What follows belongs to an exercise in optimizing a design on an open flow for small area and a short achievable clock period; a production flow would make more cautious choices.
Only simulation tests tie the RTL to the original design; equivalence was not proved.
Power and IR drop assume default switching activity.

== v6 ==
// fetch_front
module fetch_front (
    input  logic         clk,
    input  logic         rst_n,
    input  logic [65:0]  ex_wr_pc_req,        
    input  logic [65:0]  excp_wr_pc_req,      
    input  logic [57:0]  rd_csr,              
    input  logic         is_stall,
    input  logic         is_flush,
    output logic [2:0]   icache_op,           
    output logic [11:0]  icache_idx,
    output logic [31:0]  icache_pa,           
    output logic         icache_is_cached,
    input  logic [31:0]  icache_rdata,        
    output logic [135:0] inst_out             
);
    cpu_pkg::u32_t       pc_r;
    cpu_pkg::u32_t       npc;
    logic                pred_valid;
    cpu_pkg::u32_t       pred_npc;
    cpu_pkg::phy_t       pa;
    cpu_pkg::mat_t       mat;
    cpu_pkg::excp_pass_t addr_excp;
    fetch1 u_fetch1 (
        .clk            (clk),
        .rst_n          (rst_n),
        .is_stall       (is_stall),
        .ex_wr_pc_req   (ex_wr_pc_req),
        .excp_wr_pc_req (excp_wr_pc_req),
        .pred_valid     (pred_valid),
        .pred_npc       (pred_npc),
        .pc_r           (pc_r),
        .npc            (npc)
    );
    btb u_btb (
        .clk        (clk),
        .rst_n      (rst_n),
        .npc        (npc),
        .pc_r       (pc_r),
        .is_stall   (is_stall),
        .train      (ex_wr_pc_req),
        .pred_valid (pred_valid),
        .pred_npc   (pred_npc)
    );
    addr_trans u_addr_trans (
        .va     (pc_r),
        .rd_csr (rd_csr),
        .pa     (pa),
        .mat    (mat),
        .excp   (addr_excp)
    );
    assign icache_op        = is_flush ? cpu_pkg::IC_NOP : cpu_pkg::IC_R;
    assign icache_idx       = pc_r[11:0];
    assign icache_pa        = pa;
    assign icache_is_cached = mat[0];
    fetch2 u_fetch2 (
        .clk          (clk),
        .rst_n        (rst_n),
        .is_stall     (is_stall),
        .is_flush     (is_flush),
        .pc_r         (pc_r),
        .excp_valid   (addr_excp.valid),
        .excp_adef    (pc_r[1:0] != 2'b00),
        .icache_rdata (icache_rdata),
        .inst_out     (inst_out)
    );
endmodule
Size: ~13000 cells after synthesis, roughly 3800 flip-flops, ~410 I/O pins, ~0.16 mm2 of cells after synthesis.
make LEC_CHECK=0 CAP_MARGIN=20 CORE_MARGIN=2 CORE_UTILIZATION=55 PLACE_DENSITY=0.65 SETUP_SLACK_MARGIN=2.0 SLEW_MARGIN=20 finish   # period 5.0 ns
run.sh (not shown) runs the stock make flow with config.mk's settings and CLKGATE_MAP_FILE= SYNTH_SCRIPT=/design/flow/synth_recipe.tcl, a recipe that flattens the netlist after the stock synthesis.
Inputs modified between v6 and v7:
# v6
export LEC_CHECK = 0
export CAP_MARGIN = 20
export CORE_MARGIN = 2
export CORE_UTILIZATION = 55
export PLACE_DENSITY = 0.65
export SETUP_SLACK_MARGIN = 2.0
export SLEW_MARGIN = 20
create_clock -name core_clock -period 5.0 [get_ports {clk}]
# v7
export LEC_CHECK = 0
export CAP_MARGIN = 20
export CORE_MARGIN = 2
export CORE_UTILIZATION = 35
export CTS_BUF_LIST = sky130_fd_sc_hd__clkbuf_16
export CTS_CLUSTER_DIAMETER = 100
export CTS_CLUSTER_SIZE = 24
export PLACE_DENSITY = 0.45
export SETUP_SLACK_MARGIN = 0.5
export SLEW_MARGIN = 20
create_clock -name core_clock -period 5.0 [get_ports {clk}]
==> flow/flow/run.sh (new file) <==
#!/bin/bash
# The standard layout, with plain buffers (buf_2, resizable) on the ports in place of the
# delay cells buffer_ports picks by default.
set -euo pipefail
cd "$(dirname "$0")/.."
export BUFFER_PORTS_ARGS="-buffer_cell sky130_fd_sc_hd__buf_2"
bash standard.sh > standard.log 2>&1
==> flow/standard.sh (new file) <==
#!/bin/bash
# synth_recipe.tcl (not shown) runs the flow's synth.tcl, then flattens the netlist and writes it again
# the make line also repeats each setting of config.mk as NAME=value (left out here)
make -C /OpenROAD-flow-scripts/flow DESIGN_CONFIG=/design/flow/config.mk WORK_HOME=/design/flow/orfs CLKGATE_MAP_FILE= SYNTH_SCRIPT=/design/flow/synth_recipe.tcl "${@:-finish}"
removed: flow/run.sh
Results
Result for v7 and v6: all clean. The run with more setup slack is v6; v7 has less. In the flow results for v7 and v6, the wire length of the first global-routing pass is larger on v7. Compared with v6, v7 shows internal portion of total power that has gone down by more than 10%. Maximum frequency was higher in the run labelled v6. v7 ended up with a lower area of all placed cells without fillers than v6 did. v7: number of standard cells in the final layout excluding fillers is 8.8% higher than what v6 reported. v7 vs v6 — power dropped about 16%. For the routed wire length, v7 came in about 7% higher than v6 did.

port drivers added, routing unchanged:
The flow's constraints put no driver on any port. The routed layouts listed below were extracted and timed again, unchanged, in two steps.
Step 1 (the two cells are an assumption about what drives the block):
set clk [get_ports {clk}]
set_driving_cell -lib_cell sky130_fd_sc_hd__clkbuf_16 $clk
set_driving_cell -lib_cell sky130_fd_sc_hd__buf_2 [delete_from_list [all_inputs] $clk]
Step 2, shift: input delay + t, output delay - t, t = (earliest + latest rising clock arrival at the registers) / 2. This alone moves slack from input paths to output paths.
Three values: ideal, step 1, step 2; two values: the first two.
run | t (ns) | setup slack, ns | clock arrival spread, ns | worst data-port slew with drivers (ns) | pins driven straight from the clock port
v6 | 1.075 | 0.403 / 0.321 / -0.754 | 0.080 / 0.080 | 0.39 | 1
v7 | 1.090 | 0.390 / 0.390 / -0.582 | 0.086 / 0.086 | 0.23 | 1
With both steps, setup timing fails in v6 and v7, where it was met with ideal ports. For v6, which loses most, drivers alone change the setup slack by -0.082 ns; drivers and shift together by -1.157 ns.
